What follows belongs to an exercise in optimizing a design on an open flow for small area and a short achievable clock period; a production flow would make more cautious choices.
At most, simulation tests tie the RTL to the original design; equivalence was not proved.
Power figures rest on the tool's default switching activity, not on a simulated workload.

alpha:
// sid_synth_top
module sid_synth_top #(
    parameter  int NUM_VOICES = 4,
    parameter  int SAMPLE_DIV = 256,
    localparam int MIX_W      = synth_pkg::REG_W + 2
) (
    input  wire logic             clk,
    input  wire logic             rst_n,
    input  wire logic             spi_clk,
    input  wire logic             spi_cs_n,
    input  wire logic             spi_mosi,
    output logic      [MIX_W-1:0] sample,
    output logic                  sample_valid
);
Size in the first run: ~2900 cells after synthesis, roughly 440 flip-flops, roughly 16 I/O pins, about 0.028 sq mm of cells after synthesis.
==> flow/config.mk <==
export PLATFORM = sky130hd
export DESIGN_NAME = sid_synth_top
export DESIGN_NICKNAME = sid_synth_top
export VERILOG_FILES = /design/flow/design.v
export SDC_FILE = /design/flow/constraint.sdc
export NUM_CORES = 4
export LEC_CHECK = 0
export CAP_MARGIN = 20
export CORE_MARGIN = 2
export CORE_UTILIZATION = 40
export CTS_CLUSTER_DIAMETER = 90
export CTS_CLUSTER_SIZE = 25
export SETUP_SLACK_MARGIN = 3.8
export SLEW_MARGIN = 20
==> flow/constraint.sdc <==
create_clock -name core_clock -period 7.0 [get_ports {clk}]
set_input_delay 1.4000 -clock core_clock [delete_from_list [all_inputs] [get_ports {clk}]]
set_output_delay 1.4000 -clock core_clock [all_outputs]
set_load 0.01 [all_outputs]
run.sh (not shown) runs the stock make flow with config.mk's settings and CLKGATE_MAP_FILE= SYNTH_SCRIPT=/design/flow/synth_recipe.tcl, a recipe that flattens the netlist after the stock synthesis.
alpha: PASS, flow complete, no timing, DRC or antenna violations
Input changes introduced in beta (baseline for comparison: alpha):
--- a/flow/config.mk
+++ b/flow/config.mk
@@ -12,3 +12,3 @@
 export CTS_CLUSTER_SIZE = 25
-export SETUP_SLACK_MARGIN = 3.8
+export SETUP_SLACK_MARGIN = 3.0
 export SLEW_MARGIN = 20
Results
Against alpha, via total after detailed routing in beta fell by a few percent. The number of buffers and inverters on the critical path of beta falls short of that of alpha by 3. Going from alpha to beta, the top fanout value on the critical path was found to have gone up by 3. In terms of clock skew, alpha and beta differ only marginally. Worst setup slack, alpha and beta: lower on beta.
Input changes introduced in gamma (baseline for comparison: beta):
--- a/flow/config.mk
+++ b/flow/config.mk
@@ -12,3 +12,3 @@
 export CTS_CLUSTER_SIZE = 25
-export SETUP_SLACK_MARGIN = 3.0
+export SETUP_SLACK_MARGIN = 3.3
 export SLEW_MARGIN = 20
==> run summary <==
The total vias in the final route on beta is in line with that on gamma. Summary of gamma over beta: fraction of power spent switching nets dropped 0.44 points; final wirelength went up by 770 um; number of global-route vias before repair higher; critical path depth went up by 3; HPWL reported at the end of detailed placement grew by 490 um. Non-clock buffer count for gamma: 29 up relative to beta. gamma: routed length on met3 140 um below beta.

Starting RTL as in the previous note.
clock: 7.0 ns
lec_check: 0
abc_area: 1
cap_margin: 20
core_margin: 2
core_utilization: 40
cts_cluster_diameter: 90
cts_cluster_size: 25
setup_slack_margin: 4.2
slew_margin: 20
The starting point passed the timing, DRC and antenna checks.
Then changed:
- ABC_AREA: 1 -> not set
- SETUP_SLACK_MARGIN: 4.2 -> 4.0
Effect: The changed run completed with no timing, DRC or antenna violations. Worst setup slack loses 0.19 ns. Design area went down by 3.9%. Synthesized cell count went down by 14%. Cell count goes down by 12%. Critical path depth falls by 2. Core utilization is lower by 1.1 points. Power grows by 3.6%. Routed wire length decreases by 3.9%. Clock skew climbs by 0.013 ns. Via count goes down by about 7%. Sequential power stays flat.
Then changed:
- ABC_AREA: not set -> 1
- SETUP_SLACK_MARGIN: 4.0 -> 3.8
Outcome: Sequential power hardly moves. Critical path depth increases by 2. Synthesized cell count increases by 16%.

== run a ==
Another version of the RTL of sid_synth_top (not shown whole).
For scale: ~3100 cells after synthesis, roughly 450 flip-flops, ~16 I/O pins, ~0.030 mm2 of cells after synthesis.
clock: 7.0 ns
lec_check: 0
cap_margin: 20
core_margin: 2
core_utilization: 40
setup_slack_margin: 3.0
slew_margin: 20
> inputs changed (run a -> run b)
--- a/flow/config.mk
+++ b/flow/config.mk
@@ -10,0 +11,2 @@
+export CTS_CLUSTER_DIAMETER = 100
+export CTS_CLUSTER_SIZE = 30
--- outcome ---
The flow did not stop early for run a: all stages ran, and the layout cleared the timing, DRC and antenna checks.
Run b: full flow OK, the timing, DRC and antenna checks passed
Of run b and run a, the lower global-route usage belongs to run b.
Going from run a to run b, overall power of the completed layout decreased by about 22% relative to the old numbers; layout net count fell 0.85%; met1 layer usage reported by global route was more or less identical; final critical-path share of the clock period essentially unchanged; initial antenna violation count roughly the same.
NOTE global-route wire length before repair run a->run b decreased slightly
Utilization after layout for run b: 1.4 points down relative to run a
No run of this note included a check of the RTL's function; only the layout flow was run.

Setup of build 79:
sid_synth_top with an RTL version that a note above also has.
Size: roughly 16 I/O pins, roughly 28,000 µm² of cells after synthesis.
make LEC_CHECK=0 CAP_MARGIN=20 CORE_MARGIN=2 CORE_UTILIZATION=40 CTS_CLUSTER_DIAMETER=90 CTS_CLUSTER_SIZE=25 SETUP_SLACK_MARGIN=3.5 SLEW_MARGIN=20 finish   # period 7.0 ns
Input-level comparison between build 83 and build 79:
- ABC_AREA newly set to 1
Findings:
- Build 83 reached the end of the flow, and the finished layout is clean on the timing, DRC and antenna checks.
- Compared with build 79, build 83 shows a lower final worst-path cycle share.
- Going from build 79 to build 83, the power density over the cells was found to have gone up by 0.73%.
- Vias per cell: build 83 and build 79 compared, higher one is build 79
- Side by side, first-pass GRT wire length turned out lower in build 83 than in build 79.
- Compared build 79 against build 83; combinational power share within noise.
- Detailed-route wire length ended up 1200 µm lower on build 83 than on build 79.
- Per the comparison of build 83 with build 79, synthesized cell count rose by 456; met2 capacity usage during global routing lower; final critical-path setup slack higher; tap cell instance count rose 10.
Input changes introduced in build 61 (baseline for comparison: build 83):
- CTS_CLUSTER_SIZE changed from 25 to 20
- CTS_CLUSTER_DIAMETER changed from 90 to 80
- ABC_AREA removed (was 1)
Results
Die area went down slightly going from build 83 to build 61. Clock network power share, build 83 and build 61: higher on build 61. Re part of the power in registers: build 83 was higher than build 61. [compare] base=build 83 new=build 61: global-route usage saw an increase; register area saw little to no change. Diff build 83 -> build 61: final total power now larger, cell count after synthesis now sits lower, fraction of standard cell area in multi-input logic increased by 2.7 points relative to the old numbers.
--- input diff build 61..build 5 ---
- setting ABC_AREA to 1 for the first time
- changing CTS_CLUSTER_SIZE from 20 to 25
- changing CTS_CLUSTER_DIAMETER from 80 to 90
- changing SETUP_SLACK_MARGIN from 3.5 to 3.6
==> comparison <==
As of build 5, wire length on met3 had fallen by a few percent compared to build 61.
Where wire length of the first global-routing pass is concerned, build 61 is outperformed by build 5.
Summary — insertion delay of the later-clocked pin in the worst-skew pair, build 5 relative to build 61: higher, by 0.04 ns.

Another version of the RTL of sid_synth_top (not shown whole).
For scale: ~440 flip-flops, about 28000 um2 of cells after synthesis.
==> flow/design.v (excerpt) <==
module sid_synth_top #(
    parameter  int NUM_VOICES = 4,
    parameter  int SAMPLE_DIV = 256,
    localparam int MIX_W      = synth_pkg::REG_W + 2
) (
    input  wire logic             clk,
    input  wire logic             rst_n,
    input  wire logic             spi_clk,
    input  wire logic             spi_cs_n,
    input  wire logic             spi_mosi,
    output logic      [MIX_W-1:0] sample,
    output logic                  sample_valid
);
clock: 7.0 ns
lec_check: 0
cap_margin: 20
core_margin: 2
core_utilization: 40
cts_cluster_diameter: 90
cts_cluster_size: 25
setup_slack_margin: 3.3
slew_margin: 20
The first run produced a clean layout.
Rerun with:
SETUP_SLACK_MARGIN = 3.0   (was 3.3)
What happened:
- cell area shrinks by 2.2%
- power drops by 0.45%
- area after synthesis does not change
- synthesized cell count is unchanged

sid_synth_top with an RTL version that a note above also has.
Size: ~3,100 cells after synthesis, roughly 16 I/O pins.
Settings: LEC_CHECK=0, CAP_MARGIN=20, CORE_MARGIN=2, CORE_UTILIZATION=40, CTS_CLUSTER_DIAMETER=80, CTS_CLUSTER_SIZE=20, SETUP_SLACK_MARGIN=3.0, SLEW_MARGIN=20; clock period 7.0 ns.
The first run passed the timing, DRC and antenna checks.
Rerun with:
CORE_UTILIZATION = 55   (was 40)
The changed run ran to the end with no violations.
Fmax rose by 0.56%.
Synthesized area does not change.
Worst setup slack gets better by 22 ps.
Rerun with:
CORE_UTILIZATION = 40   (was 55)
CTS_BUF_LIST = sky130_fd_sc_hd__clkbuf_4 sky130_fd_sc_hd__clkbuf_8   (was unset)
CTS_CLUSTER_DIAMETER = unset   (was 80)
CTS_CLUSTER_SIZE = unset   (was 20)
=> The changed run finished with timing, DRC and antenna clean; routed wire length falls by 2.4%; sequential power is about the same; power rises by 19%; non-clock buffer count falls by 11; setup slack gets worse by 46 ps; die area rises by 37%; critical path depth rises by 1; utilization falls by 15 points; clock-buffer cell count rises by 90; cell area rises by 3.3%.
Rerun with:
CTS_BUF_LIST = sky130_fd_sc_hd__clkbuf_2 sky130_fd_sc_hd__clkbuf_4   (was sky130_fd_sc_hd__clkbuf_4 sky130_fd_sc_hd__clkbuf_8)
Clock power goes down by 11%.
Count of clock-buffer cells in the layout goes up by 66.
Total power goes down by 5.8%.
No functional check of the RTL was part of any run of this note.

sid_synth_top again, from the RTL that the note above started with.
## sid_synth_top
module sid_synth_top #(
    parameter  int NUM_VOICES = 4,
    parameter  int SAMPLE_DIV = 256,
    localparam int MIX_W      = synth_pkg::REG_W + 2
) (
    input  wire logic             clk,
    input  wire logic             rst_n,
    input  wire logic             spi_clk,
    input  wire logic             spi_cs_n,
    input  wire logic             spi_mosi,
    output logic      [MIX_W-1:0] sample,
    output logic                  sample_valid
);
==> flow/config.mk <==
export PLATFORM = sky130hd
export DESIGN_NAME = sid_synth_top
export DESIGN_NICKNAME = sid_synth_top
export VERILOG_FILES = /design/flow/design.v
export SDC_FILE = /design/flow/constraint.sdc
export NUM_CORES = 4
export LEC_CHECK = 0
export CAP_MARGIN = 20
export CORE_MARGIN = 2
export CORE_UTILIZATION = 40
export SETUP_SLACK_MARGIN = 3.5
export SLEW_MARGIN = 20
==> flow/constraint.sdc <==
create_clock -name core_clock -period 7.0 [get_ports {clk}]
set_input_delay 1.4000 -clock core_clock [delete_from_list [all_inputs] [get_ports {clk}]]
set_output_delay 1.4000 -clock core_clock [all_outputs]
set_load 0.01 [all_outputs]
Change:
Settings changed: CTS_CLUSTER_DIAMETER from default to 90, CTS_CLUSTER_SIZE from default to 25, SETUP_SLACK_MARGIN 3.5 to 3.0.
What happened: Synthesized cell count stays the same. Die area is unchanged. Via count fell by 4.0%. Cell area fell by 6.4%. Global-route usage fell by 0.56 points. Hold slack is worse by 0.023 ns. Worst setup slack is worse by 0.13 ns. Register-to-register slack is worse by 0.13 ns.
Function was not checked in any run of this note: the RTL went through the layout flow alone.

==> static timing again, ports no longer ideal <==
How much do the figures lean on ideal ports? The routed layouts below were timed once more, with nothing changed but the port constraints. Step 1 sets driving cells, clkbuf_16 on the clock port and buf_2 on the other inputs (assumed; they add their load-dependent delay and slew). Step 2 also shifts input and output timing later by t, the mid clock arrival at the registers, as if the neighbouring blocks saw the same clock. a / b / c = ideal / step 1 / step 2; a / b = the first two.
run	t (ns)	setup WS [ns]	worst slew at a driven data input, ns
alpha	0.667	3.449 / 3.449 / 3.449	0.05
beta	0.656	3.187 / 3.187 / 3.187	0.06
gamma	0.655	3.372 / 3.372 / 3.372	0.05
the first run of note 2	0.662	3.643 / 3.643 / 3.643	0.05
the second run of note 2	0.680	3.450 / 3.450 / 3.450	0.05
the third run of note 2	0.657	3.668 / 3.668 / 3.668	0.05
run a	0.665	3.140 / 3.140 / 3.140	0.05
run b	0.639	3.146 / 3.146 / 3.146	0.05
build 79	0.663	3.420 / 3.420 / 3.420	0.05
build 83	0.665	3.556 / 3.556 / 3.556	0.05
build 61	0.635	3.438 / 3.438 / 3.438	0.05
build 5	0.663	3.677 / 3.677 / 3.677	0.05
the first run of note 5	0.645	3.312 / 3.312 / 3.312	0.05
the second run of note 5	0.633	3.176 / 3.176 / 3.176	0.06
the first run of note 6	0.628	3.126 / 3.126 / 3.126	0.05
the second run of note 6	0.692	3.148 / 3.148 / 3.148	0.06
the third run of note 6	0.715	3.102 / 3.102 / 3.102	0.05
the fourth run of note 6	1.025	3.111 / 3.111 / 3.111	0.05
the first run of note 7	0.664	3.287 / 3.287 / 3.287	0.05
the second run of note 7	0.660	3.152 / 3.152 / 3.152	0.05
After both steps setup and hold are still met in every run listed.
